This design comes from an exercise in tuning for small area and a short achievable clock period on the open sky130 flow, not from production work. Only simulation tests tie the RTL to the original design; equivalence was not proved.

Setup of run 1:
// am_mult_top
module am_mult_top
(
  input  logic                      clk,
  input  logic                      arst_n,
  input  logic [am_pkg::OP_W-1:0]   a,
  input  logic [am_pkg::OP_W-1:0]   b,
  output logic [am_pkg::PROD_W-1:0] product
);
==> flow/config.mk <==
export PLATFORM = sky130hd
export DESIGN_NAME = am_mult_top
export DESIGN_NICKNAME = am_mult_top
export VERILOG_FILES = /design/flow/design.v
export SDC_FILE = /design/flow/constraint.sdc
export NUM_CORES = 4
export LEC_CHECK = 0
export CAP_MARGIN = 20
export CORE_MARGIN = 2
export CORE_UTILIZATION = 40
export SLEW_MARGIN = 20
export SYNTH_HIERARCHICAL = 1
export SYNTH_MINIMUM_KEEP_SIZE = 0
export BUFFER_PORTS_ARGS = -buffer_cell sky130_fd_sc_hd__buf_2
==> flow/constraint.sdc <==
create_clock -name core_clock -period 9.5 [get_ports {clk}]
set_input_delay 1.9000 -clock core_clock [delete_from_list [all_inputs] [get_ports {clk}]]
set_output_delay 1.9000 -clock core_clock [all_outputs]
set_load 0.01 [all_outputs]
standard.sh (not shown) runs the stock make flow with config.mk's settings and CLKGATE_MAP_FILE= SYNTH_SCRIPT=/design/flow/synth_recipe.tcl, a recipe that flattens the netlist after the stock synthesis.
==> flow/flow/run.sh <==
#!/bin/bash
set -euo pipefail
echo 'export BUFFER_PORTS_ARGS = -buffer_cell sky130_fd_sc_hd__buf_2' >> config.mk
bash standard.sh > standard.log 2>&1
> inputs changed (run 1 -> run 2)
==> flow/flow/run.sh <==
#!/bin/bash
set -euo pipefail
echo 'export BUFFER_PORTS_ARGS = -buffer_cell sky130_fd_sc_hd__buf_2' >> config.mk
echo 'export SETUP_SLACK_MARGIN = 6.3' >> config.mk
bash standard.sh > standard.log 2>&1
==> flow/config.mk <==
export PLATFORM = sky130hd
export DESIGN_NAME = am_mult_top
export DESIGN_NICKNAME = am_mult_top
export VERILOG_FILES = /design/flow/design.v
export SDC_FILE = /design/flow/constraint.sdc
export NUM_CORES = 4
export LEC_CHECK = 0
export CAP_MARGIN = 50
export CORE_MARGIN = 2
export CORE_UTILIZATION = 40
export SLEW_MARGIN = 70
export SYNTH_HIERARCHICAL = 1
export SYNTH_MINIMUM_KEEP_SIZE = 0
export BUFFER_PORTS_ARGS = -buffer_cell sky130_fd_sc_hd__buf_2
export SETUP_SLACK_MARGIN = 6.3
Via count went up slightly going from run 1 to run 2.
Going from run 1 to run 2, the number of DRC markers in iteration 0 was found to have gone up by about 8%.
Max utilization after layout across run 1 and run 2: run 2
Relative to run 2, the following input files were edited for run 3:
-- flow/flow/run.sh --
<<< run 2, line 1
#!/bin/bash
set -euo pipefail
>>> run 3, line 1
#!/bin/bash
# The standard layout, with two changes to how ORFS builds it:
#  - ports are buffered with buf_2 (buffer_ports otherwise picks a slow
#    delay cell, which sits on every output path);
#  - repair_timing aims for 6.3 ns of setup slack at the design's period,
#    so that it sizes the critical paths (the SDC is not changed).
set -euo pipefail
-- flow/config.mk --
<<< run 2, line 9
export CORE_MARGIN = 2
export CORE_UTILIZATION = 40
export SLEW_MARGIN = 70
>>> run 3, line 9
export CORE_MARGIN = 2
export CORE_UTILIZATION = 65
export SLEW_MARGIN = 70
<<< run 2, line 13
export SYNTH_MINIMUM_KEEP_SIZE = 0
export BUFFER_PORTS_ARGS = -buffer_cell sky130_fd_sc_hd__buf_2
>>> run 3, line 13
export SYNTH_MINIMUM_KEEP_SIZE = 0
export TNS_END_PERCENT = 20
export BUFFER_PORTS_ARGS = -buffer_cell sky130_fd_sc_hd__buf_2
--- outcome ---
- Placer congestion estimate in run 3 is 2.2% above run 2.
- In run 3, global-route usage is higher than in run 2.
- The design area of run 3 was superior to that of run 2.
- [compare] base=run 2 new=run 3: via count of the first global-routing pass rose by 99.
- Summary of the comparison: setup slack is lower in run 3, relative to run 2.
- Run 3 vs run 2: share of the clock period used by the worst path up in run 3
Relative to run 3, the following input files were edited for run 4:
-- flow/config.mk --
<<< run 3, line 9
export CORE_MARGIN = 2
export CORE_UTILIZATION = 65
export SLEW_MARGIN = 70
>>> run 4, line 9
export CORE_MARGIN = 2
export CORE_UTILIZATION = 75
export SLEW_MARGIN = 70
<<< run 3, line 13
export SYNTH_MINIMUM_KEEP_SIZE = 0
export TNS_END_PERCENT = 20
export BUFFER_PORTS_ARGS = -buffer_cell sky130_fd_sc_hd__buf_2
>>> run 4, line 13
export SYNTH_MINIMUM_KEEP_SIZE = 0
export BUFFER_PORTS_ARGS = -buffer_cell sky130_fd_sc_hd__buf_2
==> comparison <==
Both conditions hold for run 4: the flow ran to the end and the final layout passed the timing, DRC and antenna checks.
Highest signal layer in the routed design = met4: run 3; highest signal layer in the routed design = met5: run 4
Run 3 → run 4: first-pass GRT wire length moved up, sequential share of layout area level, met2 global-route usage moved up.

-- separate check: timing with driven ports --
No port has a modelled driver above. Below, the same layouts with a new extraction and two added sets of constraints.
Step 1, drivers: a clkbuf_16 drives clk and a buf_2 each remaining input, both assumed.
Step 2 also shifts input and output timing later by t, the mid clock arrival at the registers, as if the neighbouring blocks saw the same clock.
a / b / c = ideal ports / drivers / drivers and shift; a / b = the first two.
| run | t (ns) | slack for setup (ns) | worst hold slack (ns) | clock arrival spread, ns | worst data-port slew with drivers (ns) |
|---|---|---|---|---|---|
| run 1 | 0.651 | 5.690 / 5.690 / 5.690 | 0.321 / 0.321 / 0.321 | 0.029 / 0.029 | 0.03 |
| run 2 | 0.645 | 6.241 / 6.241 / 6.241 | 0.321 / 0.321 / 0.321 | 0.021 / 0.022 | 0.03 |
| run 3 | 0.637 | 6.163 / 6.163 / 6.163 | 0.320 / 0.320 / 0.320 | 0.033 / 0.033 | 0.04 |
| run 4 | 0.612 | 6.113 / 6.113 / 6.113 | 0.323 / 0.323 / 0.323 | 0.028 / 0.028 | 0.04 |
After both steps setup and hold are still met in every run listed.
